What follows belongs to an exercise in optimizing a design on an open flow for small area, a short achievable clock period and few clock cycles per item; a production flow would make more cautious choices.

==> build 96: inputs <==
// conv2d_engine
module conv2d_engine #(
  parameter int IMG       = 7,
  parameter int KER       = 3,
  parameter int STRIDE    = 1,
  parameter int CH        = 2,
  parameter int WIDTH_BIT = 8,
  parameter int SHIFT     = 8,
  parameter int OUT       = (IMG - KER) / STRIDE + 1,
  parameter int RC_W      = $clog2(OUT) + 1
) (
  input  logic                            clock,
  input  logic                            nreset,
  input  logic                            start,
  input  logic [CH*IMG*IMG*WIDTH_BIT-1:0] inp_matrix,
  input  logic [CH*KER*KER*WIDTH_BIT-1:0] kernel,
  output logic                            busy,
  output logic                            done,
  output logic                            pix_valid,
  output logic [RC_W-1:0]                 pix_row,
  output logic [RC_W-1:0]                 pix_col,
  output logic [WIDTH_BIT-1:0]            pix_data,
  output logic [OUT*OUT*WIDTH_BIT-1:0]    out_matrix
);
  localparam int NS = 2;    
  logic [24:0] pos;
  logic        running;
  logic        active, last;
  logic [NS:0] vld, lst;             
  assign active = start | running;
  assign last   = pos[24];
  always_ff @(posedge clock or negedge nreset) begin
    if (!nreset) begin
      pos     <= 25'd1;
      running <= 1'b0;
    end else if (active) begin
      pos     <= {pos[23:0], pos[24]};
      running <= !last;
    end
  end
  logic [7:0] w  [18];
  logic [7:0] wd [18];
  logic       row0;                  
  always_comb begin
    row0 = pos[0] | pos[5] | pos[10] | pos[15] | pos[20];
    for (int ch = 0; ch < 2; ch++)
      for (int k = 0; k < 3; k++) begin
        for (int l = 0; l < 2; l++) begin
          wd[(ch*3 + k)*3 + l] = row0 ? 8'd0 : w[(ch*3 + k)*3 + l + 1];
          for (int r = 0; r < 5; r++)
            wd[(ch*3 + k)*3 + l] = wd[(ch*3 + k)*3 + l] |
              ({8{pos[5*r]}} & inp_matrix[((ch*7 + r + k)*7 + l)*8 +: 8]);
        end
        wd[(ch*3 + k)*3 + 2] = 8'd0;
        for (int r = 0; r < 5; r++)
          for (int c = 0; c < 5; c++)
            wd[(ch*3 + k)*3 + 2] = wd[(ch*3 + k)*3 + 2] |
  ...
clock: 12.0 ns
lec_check: 0
cap_margin: 20
core_margin: 2
core_utilization: 35
slew_margin: 20
synth_hierarchical: 1
synth_minimum_keep_size: 0
standard.sh (not shown) runs the stock make flow with config.mk's settings and CLKGATE_MAP_FILE= SYNTH_SCRIPT=/design/flow/synth_recipe.tcl, a recipe that flattens the netlist after the stock synthesis.
==> flow/flow/run.sh <==
#!/bin/bash
# The standard layout (standard.sh, all steps), with three changes to how it is made:
# - the port buffers are buf_1 cells (buffer_ports' default is a slow delay cell; timing
#   repair upsizes the ones on critical paths);
# - timing repair aims for 8.25 ns of setup slack instead of 0, so that it speeds up the
#   paths the 12 ns clock leaves slack on;
# - clock tree synthesis clusters up to 20 flip-flops within 100 um per leaf buffer and
#   adds no dummy loads.
# All output goes to standard.log here and to ORFS's logs under orfs/logs.
export BUFFER_PORTS_ARGS="-buffer_cell sky130_fd_sc_hd__buf_1"
export SETUP_SLACK_MARGIN=8.25
export CTS_ARGS="-sink_clustering_enable -repair_clock_nets -sink_clustering_size 20 -sink_clustering_max_diameter 100 -dont_use_dummy_load"
bash standard.sh > standard.log 2>&1
==> build 28 (differences from build 96) <==
--- a/flow/design.v
+++ b/flow/design.v
@@ -76,10 +76,11 @@
       end
     end
   end
   logic [19:0] sum_a, sum_b;
   logic [124:0] cut0;
+  logic [38:0] cut1;
   logic pp_0_0_0;
   logic pp_0_0_1;
   logic pp_0_0_2;
   logic pp_0_0_3;
   logic pp_0_0_4;
@@ -3590,39 +3591,63 @@
     cut0[121] <= fc592;
     cut0[122] <= fs594;
     cut0[123] <= fc593;
     cut0[124] <= fc594;
   end
-  assign sum_a = {1'b1, hc8, fs684, fs683, fs682, fs681, fs680, fs679, fs678, fs677, fs676, fs675, fs674, fs673, fs672, fs671, fs670, hs10, cut0[4], cut0[0]};
-  assign sum_b = {1'b0, fc684, fc683, fc682, fc681, fc680, fc679, fc678, fc677, fc676, fc675, fc674, fc673, fc672, fc671, fc670, hc10, hc9, hs9, cut0[1]};
-  logic [8:0]  lo;
-  logic [11:0] hi_a, hi_b;
-  logic        c8;
-  logic [11:0] acc_hi;
-  logic [7:0]  q [6];
-  assign lo = {1'b0, sum_a[7:0]} + {1'b0, sum_b[7:0]};
   always_ff @(posedge clock) begin
-    hi_a <= sum_a[19:8];
-    hi_b <= sum_b[19:8];
-    c8   <= lo[8];
+    cut1[0] <= cut0[0];
+    cut1[1] <= cut0[1];
+    cut1[2] <= cut0[4];
+    cut1[3] <= hs9;
+    cut1[4] <= hs10;
+    cut1[5] <= hc9;
+    cut1[6] <= fs670;
+    cut1[7] <= hc10;
+    cut1[8] <= fs671;
+    cut1[9] <= fc670;
+    cut1[10] <= fs672;
+    cut1[11] <= fc671;
+    cut1[12] <= fs673;
+    cut1[13] <= fc672;
+    cut1[14] <= fs674;
+    cut1[15] <= fc673;
+    cut1[16] <= fs675;
+    cut1[17] <= fc674;
+    cut1[18] <= fs676;
+    cut1[19] <= fc675;
+    cut1[20] <= fs677;
+    cut1[21] <= fc676;
+    cut1[22] <= fs678;
+    cut1[23] <= fc677;
+    cut1[24] <= fs679;
+    cut1[25] <= fc678;
+    cut1[26] <= fs680;
+    cut1[27] <= fc679;
+    cut1[28] <= fs681;
+    cut1[29] <= fc680;
+    cut1[30] <= fs682;
+    cut1[31] <= fc681;
+    cut1[32] <= fs683;
+    cut1[33] <= fc682;
+    cut1[34] <= fs684;
+    cut1[35] <= fc683;
+    cut1[36] <= hc8;
+    cut1[37] <= fc684;
+    cut1[38] <= 1'b1;
   end
-  assign acc_hi = hi_a + hi_b + {11'd0, c8};
-  for (genvar g = 0; g < 6; g++) begin : g_sat
-    conv2d_sat u_sat (.acc(acc_hi), .q(q[g]));
-  end
-  logic [2:0]  nrow, ncol;
-  logic [24:0] wr;
+  assign sum_a = {cut1[38], cut1[36], cut1[34], cut1[32], cut1[30], cut1[28], cut1[26], cut1[24], cut1[22], cut1[20], cut1[18], cut1[16], cut1[14], cut1[12], cut1[10], cut1[8], cut1[6], cut1[4], cut1[2], cut1[0]};
+  assign sum_b = {1'b0, cut1[37], cut1[35], cut1[33], cut1[31], cut1[29], cut1[27], cut1[25], cut1[23], cut1[21], cut1[19], cut1[17], cut1[15], cut1[13], cut1[11], cut1[9], cut1[7], cut1[5], cut1[3], cut1[1]};
+  logic [19:0] acc;
+  logic [7:0]  q;
   always_comb begin
-    if (pix_valid && !(pix_row == RC_W'(OUT - 1) && pix_col == RC_W'(OUT - 1))) begin
-      nrow = (pix_col == RC_W'(OUT - 1)) ? pix_row[2:0] + 3'd1 : pix_row[2:0];
-      ncol = (pix_col == RC_W'(OUT - 1)) ? 3'd0 : pix_col[2:0] + 3'd1;
-    end else begin
-      nrow = 3'd0;
-      ncol = 3'd0;
-    end
-    for (int p = 0; p < 25; p++)
-      wr[p] = vld[NS] && nrow == 3'(p / 5) && ncol == 3'(p % 5);
+    acc = sum_a + sum_b;
+    if (!acc[19] && acc[18:15] != 4'b0000)
+      q = 8'h7f;
+    else if (acc[19] && acc[18:15] != 4'b1111)
+      q = 8'h80;
+    else
+      q = acc[15:8];
   end
   always_ff @(posedge clock or negedge nreset) begin
     if (!nreset) begin
       vld        <= '0;
       lst        <= '0;
@@ -3637,32 +3662,26 @@
       lst       <= {lst[NS-1:0], active & last};
       busy      <= start | (busy & !lst[NS]);
       done      <= lst[NS];
       pix_valid <= vld[NS];
       if (vld[NS]) begin
-        pix_row <= RC_W'(nrow);
-        pix_col <= RC_W'(ncol);
+        out_matrix <= {q, out_matrix[OUT*OUT*WIDTH_BIT-1:WIDTH_BIT]};
+        if (pix_valid && !(pix_row == RC_W'(OUT - 1) && pix_col == RC_W'(OUT - 1))) begin
+          if (pix_col == RC_W'(OUT - 1)) begin
+            pix_col <= '0;
+            pix_row <= pix_row + 1'b1;
+          end else begin
+            pix_col <= pix_col + 1'b1;
+          end
+        end else begin
+          pix_row <= '0;
+          pix_col <= '0;
+        end
       end
-      for (int p = 0; p < 25; p++)
-        if (wr[p]) out_matrix[p*WIDTH_BIT +: WIDTH_BIT] <= q[p / 5];
     end
   end
-  always_ff @(posedge clock)
-    pix_data <= q[5];
-endmodule
-module conv2d_sat (
-  input  logic [11:0] acc,
-  output logic [7:0]  q
-);
-  always_comb begin
-    if (!acc[11] && acc[10:7] != 4'b0000)
-      q = 8'h7f;
-    else if (acc[11] && acc[10:7] != 4'b1111)
-      q = 8'h80;
-    else
-      q = acc[7:0];
-  end
+  assign pix_data = out_matrix[OUT*OUT*WIDTH_BIT-1 -: WIDTH_BIT];
 endmodule
 module conv2d_fa (
   input  logic a,
   input  logic b,
   input  logic c,
==> flow/flow/run.sh (replaced) <==
#!/bin/bash
# The standard layout (standard.sh, all steps), with two changes to how it is made:
# the port buffers are buf_1 cells (buffer_ports' default is a slow delay cell; timing
# repair upsizes the ones on critical paths), and timing repair aims for 8.4 ns of setup
# slack instead of 0, so that it speeds up the paths the 12 ns clock leaves slack on.
export BUFFER_PORTS_ARGS="-buffer_cell sky130_fd_sc_hd__buf_1"
export SETUP_SLACK_MARGIN=8.4
bash standard.sh > standard.log 2>&1
==> results.txt <==
- Build 28 produced a clean layout. Build 96 finished with timing, DRC and antenna clean.
- Of build 28 and build 96, build 28 has the higher final cell count (gap about 1.4%, measured against build 96).
- Between build 28 and build 96, the lower fmax is in build 96 (gap 0.36%, measured against build 96).
- In build 28 the synthesized area is smaller than in build 96, by about 2.5%.
- Against build 96, the register-to-register slack of build 28 is higher by 0.10 ns.
No run of this note included a check of the RTL's function; only the layout flow was run.

## afterwards: timing with drivers on the ports
No port has a modelled driver above. Below, the same layouts with a new extraction and two added sets of constraints.
Step 1 sets driving cells, clkbuf_16 on the clock port and buf_2 on the other inputs (assumed; they add their load-dependent delay and slew).
Step 2 moves the port delays by t, midway between the first and last clock arrival at a register: inputs arrive t later, outputs are due t later. That takes back most of the time a late clock gives input paths.
Slacks: ideal / step 1 / step 2; pairs: ideal / step 1.
run | t (ns) | setup WS [ns] | worst setup path at the end
build 96 | 0.743 | 8.259 / 8.208 / 7.627 | input to register
build 28 | 0.811 | 8.272 / 8.173 / 7.755 | input to register
After both steps every run listed still meets setup and hold. For build 96, which loses most, drivers alone change the setup slack by -0.051 ns; drivers and shift together by -0.632 ns.
